This design comes from an exercise in tuning for small area, a short achievable clock period and few clock cycles per item on the open sky130 flow, not from production work. Power is estimated from default activity; no workload was simulated.

Setup of north:
// frame_index_extrapolation_mapper
module frame_index_extrapolation_mapper #(
    parameter int MAX_FRAMES = 65536
) (
    input  logic                                   aclk,
    input  logic                                   aresetn,
    input  logic                                   s_valid,
    output logic                                   s_ready,
    input  logic signed [fiem_pkg::FRAME_W-1:0]    s_frame_number,
    output logic                                   m_valid,
    input  logic                                   m_ready,
    output logic        [fiem_pkg::IDX_W-1:0]      m_stored_index,
    output logic                                   m_is_empty,
    input  logic                                   psel,
    input  logic                                   penable,
    input  logic                                   pwrite,
    input  logic        [fiem_pkg::ADDR_W-1:0]     paddr,
    input  logic        [fiem_pkg::DATA_W-1:0]     pwdata,
    output logic        [fiem_pkg::DATA_W-1:0]     prdata,
    output logic                                   pready
);
export LEC_CHECK = 0
export CAP_MARGIN = 20
export CORE_MARGIN = 2
export CORE_UTILIZATION = 65
export SETUP_SLACK_MARGIN = 1.9
export SLEW_MARGIN = 20
export BUFFER_PORTS_ARGS = -buffer_cell sky130_fd_sc_hd__buf_2
create_clock -name core_clock -period 5.5 [get_ports {aclk}]
standard.sh (not shown) runs the stock make flow with config.mk's settings and CLKGATE_MAP_FILE= SYNTH_SCRIPT=/design/flow/synth_recipe.tcl, a recipe that flattens the netlist after the stock synthesis.
==> flow/flow/run.sh <==
#!/bin/bash
# Layout flow: the standard flow, with the port buffers made from buf_2 cells instead of the
# cell buffer_ports picks by itself (a delay cell on this platform). Every port still gets a
# buffer. Each tool's full output goes to flow_standard.log in the work folder.
set -euo pipefail
printf '\nexport BUFFER_PORTS_ARGS = -buffer_cell sky130_fd_sc_hd__buf_2\n' >> config.mk
bash standard.sh > flow_standard.log 2>&1
[inputs] south vs north
diff --git a/flow/design.v b/flow/design.v
--- a/flow/design.v
+++ b/flow/design.v
@@ -56,35 +56,35 @@
             before_reg <= '0;
             after_reg  <= '0;
         end else if (cfg_write) begin
             case (reg_sel)
                 2'd0:    offset_reg <= pwdata;
                 2'd1:    count_reg  <= pwdata[16:0];
                 2'd2:    before_reg <= pwdata[1:0];
                 default: after_reg  <= pwdata[1:0];
             endcase
         end
     end
-    always_comb begin
-        case (reg_sel)
-            2'd0:    prdata = offset_reg;
-            2'd1:    prdata = {15'd0, count_reg};
-            2'd2:    prdata = {30'd0, before_reg};
-            default: prdata = {30'd0, after_reg};
-        endcase
-    end
+    logic [3:0] rsel;
+    assign rsel[0] = (reg_sel == 2'd0);
+    assign rsel[1] = (reg_sel == 2'd1);
+    assign rsel[2] = (reg_sel == 2'd2);
+    assign rsel[3] = (reg_sel == 2'd3);
+    assign prdata  = ({32{rsel[0]}} & offset_reg)
+                   | ({32{rsel[1]}} & {15'd0, count_reg})
+                   | ({32{rsel[2]}} & {30'd0, before_reg})
+                   | ({32{rsel[3]}} & {30'd0, after_reg});
     logic [16:0] cnt_c;
     logic [16:0] nd1_c;
     logic        cnt1_c;
     logic [16:0] nd1;           
-    logic [17:0] m3_0, m3_1;    
     logic [4:0]  nlen0m, nlen1m;  
     logic        cnt0;
     logic        pp_b, pp_a, none_b, none_a, hold_b, hold_a;
     assign cnt_c  = count_reg[16] ? 17'h10000 : count_reg;
     assign cnt1_c = (count_reg == 17'd1);
     assign nd1_c  = ~(cnt_c - 17'd1);
     logic [17:0] cor;
     logic [16:0] clead;
     logic [4:0]  cpos;
     logic        cpow2;
     assign cor[17] = 1'b0;
@@ -92,28 +92,28 @@
         assign cor[i]   = |cnt_c[16:i];
         assign clead[i] = cnt_c[i] && !cor[i+1];
     end
     for (genvar b = 0; b < 5; b++) begin : g_cpos
         logic [16:0] sel;
         for (genvar i = 0; i < 17; i++) begin : g_sel
             assign sel[i] = clead[i] && (((i >> b) & 1) == 1);
         end
         assign cpos[b] = |sel;
     end
     assign cpow2 = ((cnt_c & ~clead) == '0);
+    logic [16:0] cnt_r;
     logic [17:0] cnt3;
     always_ff @(posedge aclk) begin
         nd1    <= nd1_c;
-        cnt3   <= 18'(cnt_c) + {cnt_c, 1'b0};
-        m3_0   <= 18'd0 - cnt3;
-        m3_1   <= 18'd3 - cnt3;
+        cnt_r  <= cnt_c;
+        cnt3   <= 18'(cnt_r) + {cnt_r, 1'b0};
         nlen0m <= cpos;
         nlen1m <= cpos - 5'(cpow2);
         cnt0   <= (count_reg == 17'd0);
         pp_b   <= (before_reg == 2'd2) && !cnt1_c;
         pp_a   <= (after_reg  == 2'd2) && !cnt1_c;
         none_b <= (before_reg == 2'd0);
         none_a <= (after_reg  == 2'd0);
         hold_b <= (before_reg == 2'd3);
         hold_a <= (after_reg  == 2'd3);
     end
     logic adv;
@@ -193,23 +193,23 @@
             u_q     <= u_p;
             jst     <= jst_p;
             neg_q   <= neg_p;
             pp_q    <= pp_p;
             after_q <= after_s;
         end
     end
     logic [17:0] first;
     assign first = 18'(u_q >> {jst, 1'b0});
     logic [15:0] r_u;
     logic [1:0]  pair_u;
-    logic [31:0] u_u;
+    logic [29:0] u_u;           
     logic [3:0]  j_u;
     logic        neg_u, pp_u, after_u;
     logic [17:0] t;
     logic [17:0] a1;    
     logic [16:0] a2;    
     logic [17:0] a3;    
     logic        c1, c2, c3;
     logic [19:0] s1;
     logic [18:0] s2;
     logic [18:0] s3;
     logic [17:0] m3;    
@@ -236,28 +236,28 @@
     assign pair_next = 2'(u_u >> {j_u - 4'd1, 1'b0});
     always_ff @(posedge aclk) begin
         if (!aresetn) begin
             busy <= 1'b0;
         end else if (adv) begin
             if (!busy || last) busy <= v_q;
         end
         if (adv) begin
             if (!busy || last) begin
                 r_u     <= first[17:2];
                 pair_u  <= first[1:0];
-                u_u     <= u_q;
+                u_u     <= u_q[29:0];
                 j_u     <= jst;
                 last    <= (jst == 4'd0);
                 neg_u   <= neg_q;
                 pp_u    <= pp_q;
-                m3      <= pp_q ? m3_1 : m3_0;
+                m3      <= (pp_q ? 18'd3 : 18'd0) - cnt3;
                 after_u <= after_q;
             end else begin
                 r_u    <= r_next;
                 pair_u <= pair_next;
                 j_u    <= j_u - 4'd1;
                 last   <= (j_u == 4'd1);
             end
         end
     end
     logic        v_z, neg_z, pp_z, after_z, qodd_z;
     logic [15:0] g_z;
Between north and south, the transition time at the pin with the least slew margin does not differ in any meaningful way.
Looking at sequential cell area, south sits below north.
The maximum net fanout on the critical path in south was lower than what north gave.
The total via count after detailed routing of south falls short of that of north by 8.2%.
Comparing north and south, power per unit of standard cell area is higher on south.
south does better than north on die outline area.
Between north and south, the combinational share of power is higher for north.
On via count of the first global-routing pass, the lower figure sits with south, not north.
Across both runs, global-route met3 utilization was lower for south than for north.
Compared with north, south shows worst setup slack after layout higher by 160 ps.
south vs north — synthesized netlist net count dropped 242.
Function was not checked in any run of this note: the RTL went through the layout flow alone.

static timing again, ports no longer ideal:
The results above use ideal ports. As a check the final layouts listed here were re-extracted and re-timed, cells and wires unchanged.
Step 1, drivers: a clkbuf_16 drives aclk and a buf_2 each remaining input, both assumed.
Step 2, shift: input delay + t, output delay - t, t = (earliest + latest rising clock arrival at the registers) / 2. This alone moves slack from input paths to output paths.
Slacks: no drivers / after step 1 / after step 2; pairs: no drivers / after step 1.
run	t (ns)	slack for setup (ns)	worst hold slack (ns)	worst setup path after step 2	slew at the worst register clock pin (ns)
north	0.575	1.728 / 1.728 / 1.542	0.421 / 0.421 / 0.421	input to register	0.06 / 0.06
south	0.557	1.891 / 1.891 / 1.508	0.420 / 0.420 / 0.420	input to register	0.06 / 0.06
After both steps setup and hold are still met in every run listed. The setup slack of south, which loses most, moves by 0.000 ns with the drivers and by -0.383 ns with both steps.
